This design comes from an exercise in tuning for small area, a short achievable clock period and few clock cycles per item on the open sky130 flow, not from production work.
The RTL was checked by simulation tests, not by an equivalence proof against the original design.

## mult_div_unit
module mult_div_unit #(
  parameter int MUL_LAT = md_pkg::MUL_LAT_DEF
) (
  input  logic        clk,
  input  logic        rst_n,
  input  logic        start,
  input  logic        hilo,
  input  logic        we,
  input  logic [1:0]  op,
  input  logic        madd,
  input  logic [31:0] src_a,
  input  logic [31:0] src_b,
  output logic        busy,
  output logic [31:0] hi,
  output logic [31:0] lo,
  output logic [31:0] rd_data
);
  localparam int W = 52;    
  md_pkg::md_state_e state_q, state_d;
  logic [31:0] hi_q, hi_d, lo_q, lo_d;
  logic [31:0] a_q, a_d;         
  logic [35:0] u_q, u_d;         
  logic [3:0]  cnt_q, cnt_d;
  logic        sgn_q, sgn_d;
  logic        madd_q, madd_d;
  logic        corr_q, corr_d;
  logic        pb_q, pb_d;
  logic        qneg_q, qneg_d;
  logic        rneg_q, rneg_d;
  logic        dcin_q, dcin_d;
  function automatic logic [5:0] clz32(input logic [31:0] x);
    logic [15:0] z1;  logic [15:0] c1;         
    logic [7:0]  z2;  logic [15:0] c2;         
    logic [3:0]  z3;  logic [11:0] c3;         
    logic [1:0]  z4;  logic [7:0]  c4;         
    for (int g = 0; g < 16; g++) begin
      z1[g] = ~(x[2*g+1] | x[2*g]);
      c1[g] = ~x[2*g+1];
    end
    for (int g = 0; g < 8; g++) begin
      z2[g] = z1[2*g+1] & z1[2*g];
      c2[2*g +: 2] = z1[2*g+1] ? {1'b1, c1[2*g]} : {1'b0, c1[2*g+1]};
    end
    for (int g = 0; g < 4; g++) begin
      z3[g] = z2[2*g+1] & z2[2*g];
      c3[3*g +: 3] = z2[2*g+1] ? {1'b1, c2[4*g +: 2]} : {1'b0, c2[4*g+2 +: 2]};
    end
    for (int g = 0; g < 2; g++) begin
      z4[g] = z3[2*g+1] & z3[2*g];
      c4[4*g +: 4] = z3[2*g+1] ? {1'b1, c3[6*g +: 3]} : {1'b0, c3[6*g+3 +: 3]};
    end
    clz32 = (z4[1] & z4[0]) ? 6'd32 :
            z4[1] ? {2'b01, c4[3:0]} : {2'b00, c4[7:4]};
  endfunction
  logic [32:0]  a_ext;
  logic [16:0]  bx;
  logic [15:0]  chh, corrh;
  logic [19:0]  cadd;
  logic [35:0]  opu;
  logic [W-1:0] vs, vc, vsum;
  logic idle;
  assign idle  = (state_q == md_pkg::ST_IDLE);
  assign a_ext = idle ? {op[0] & src_a[31], src_a} : {sgn_q & a_q[31], a_q};
  assign bx    = idle ? {src_b[15:0], 1'b0} : {lo_q[15:0], pb_q};
  assign chh   = idle ? (madd ? hi_q[15:0] : 16'd0) : (madd_q ? hi_q[31:16] : 16'd0);
  ...
Size in the first run: roughly 4,800 cells after synthesis, roughly 170 I/O pins.
clock: 13.0 ns
lec_check: 0
abc_area: 1
cap_margin: 20
core_margin: 2
core_utilization: 40
setup_slack_margin: 4.5
slew_margin: 20
standard.sh (not shown) runs the stock make flow with config.mk's settings and CLKGATE_MAP_FILE= SYNTH_SCRIPT=/design/flow/synth_recipe.tcl, a recipe that flattens the netlist after the stock synthesis.
==> flow/flow/run.sh <==
#!/bin/bash
# The standard layout with two changes that leave the design and its registers alone:
# - the ports are buffered by buf_2 cells instead of the delay buffers buffer_ports
#   picks by default;
# - Yosys's synth skips its quick abc pass (-noabc), so that extract_fa sees the adder
#   trees as written instead of re-mapped with arbitrary polarities (fewer inverters
#   between the full adders).  The final ABC mapping is the standard one.
set -e
export BUFFER_PORTS_ARGS="-buffer_cell sky130_fd_sc_hd__buf_2"
export SYNTH_ARGS="-noabc"
bash standard.sh > standard.log 2>&1
Testbench counts at the start, summed over its fixed seeds: cycles 4,322, ops 1,920.
==> next run, changes <==
--- a/flow/config.mk
+++ b/flow/config.mk
@@ -13 +13,2 @@
 export SLEW_MARGIN = 20
+export TNS_END_PERCENT = 30
Area after synthesis does not change.
Clock skew hardly moves.
Design area drops slightly.
Worst setup slack is worse by 40 ps.

Setup of job 101:
Starting RTL as in the previous note.
// mult_div_unit
module mult_div_unit #(
  parameter int MUL_LAT = md_pkg::MUL_LAT_DEF
) (
  input  logic        clk,
  input  logic        rst_n,
  input  logic        start,
  input  logic        hilo,
  input  logic        we,
  input  logic [1:0]  op,
  input  logic        madd,
  input  logic [31:0] src_a,
  input  logic [31:0] src_b,
  output logic        busy,
  output logic [31:0] hi,
  output logic [31:0] lo,
  output logic [31:0] rd_data
);
export LEC_CHECK = 0
export ABC_AREA = 1
export CAP_MARGIN = 20
export CORE_MARGIN = 2
export CORE_UTILIZATION = 40
export SETUP_SLACK_MARGIN = 5
export SLEW_MARGIN = 20
create_clock -name core_clock -period 13.0 [get_ports {clk}]
==> flow/flow/run.sh <==
#!/bin/bash
# The standard layout, with the ports buffered by buf_2 cells instead of the delay
# buffers buffer_ports picks by default.  Everything else is the standard flow.
set -e
export BUFFER_PORTS_ARGS="-buffer_cell sky130_fd_sc_hd__buf_2"
bash standard.sh > standard.log 2>&1
Testbench counts of job 101, summed over its fixed seeds: cycles 4,322, ops 1,920.
## Diff of input files: job 102 against job 101
--- a/flow/config.mk
+++ b/flow/config.mk
@@ -6,8 +6,7 @@
 export NUM_CORES = 4
 export LEC_CHECK = 0
-export ABC_AREA = 1
 export CAP_MARGIN = 20
 export CORE_MARGIN = 2
 export CORE_UTILIZATION = 40
-export SETUP_SLACK_MARGIN = 5
+export SETUP_SLACK_MARGIN = 3.5
 export SLEW_MARGIN = 20
[summary]
- sky130_fd_sc_hd__inv_1 as the most frequent standard cell in the layout excluding fill and tap cells was reported by job 102, and sky130_fd_sc_hd__nand2_1 by job 101.
- Job 102 vs. job 101: number of inserted diodes went down by 4.
- Maximum clock frequency went down by a little under 10% going from job 101 to job 102.
- Relative to job 101, the synthesized area of job 102 is higher by about 0.7%.

## what the ideal ports hide
The flow's constraints put no driver on any port. The routed layouts listed below were extracted and timed again, unchanged, in two steps.
Step 1, drivers: a clkbuf_16 drives clk and a buf_2 each remaining input, both assumed.
Step 2 adds t to the input delays and takes it off the output delays; t is the mean of the earliest and latest rising clock arrival at the registers after step 1. Input paths then give back, and output paths get back, about the clock's delay inside the block.
Three values: no drivers, after step 1, after step 2; two values: the first two.
run | t, ns | slack for setup (ns) | worst data-port slew with drivers (ns)
the first run of note 1 | 0.527 | 4.518 / 4.541 / 4.014 | 0.06
the second run of note 1 | 0.534 | 4.478 / 4.510 / 3.975 | 0.06
job 101 | 0.581 | 4.299 / 4.334 / 3.752 | 0.05
job 102 | 0.556 | 3.635 / 3.663 / 3.107 | 0.09
After both steps every run listed still meets setup and hold. For job 101, which loses most, drivers alone change the setup slack by +0.035 ns; drivers and shift together by -0.547 ns.
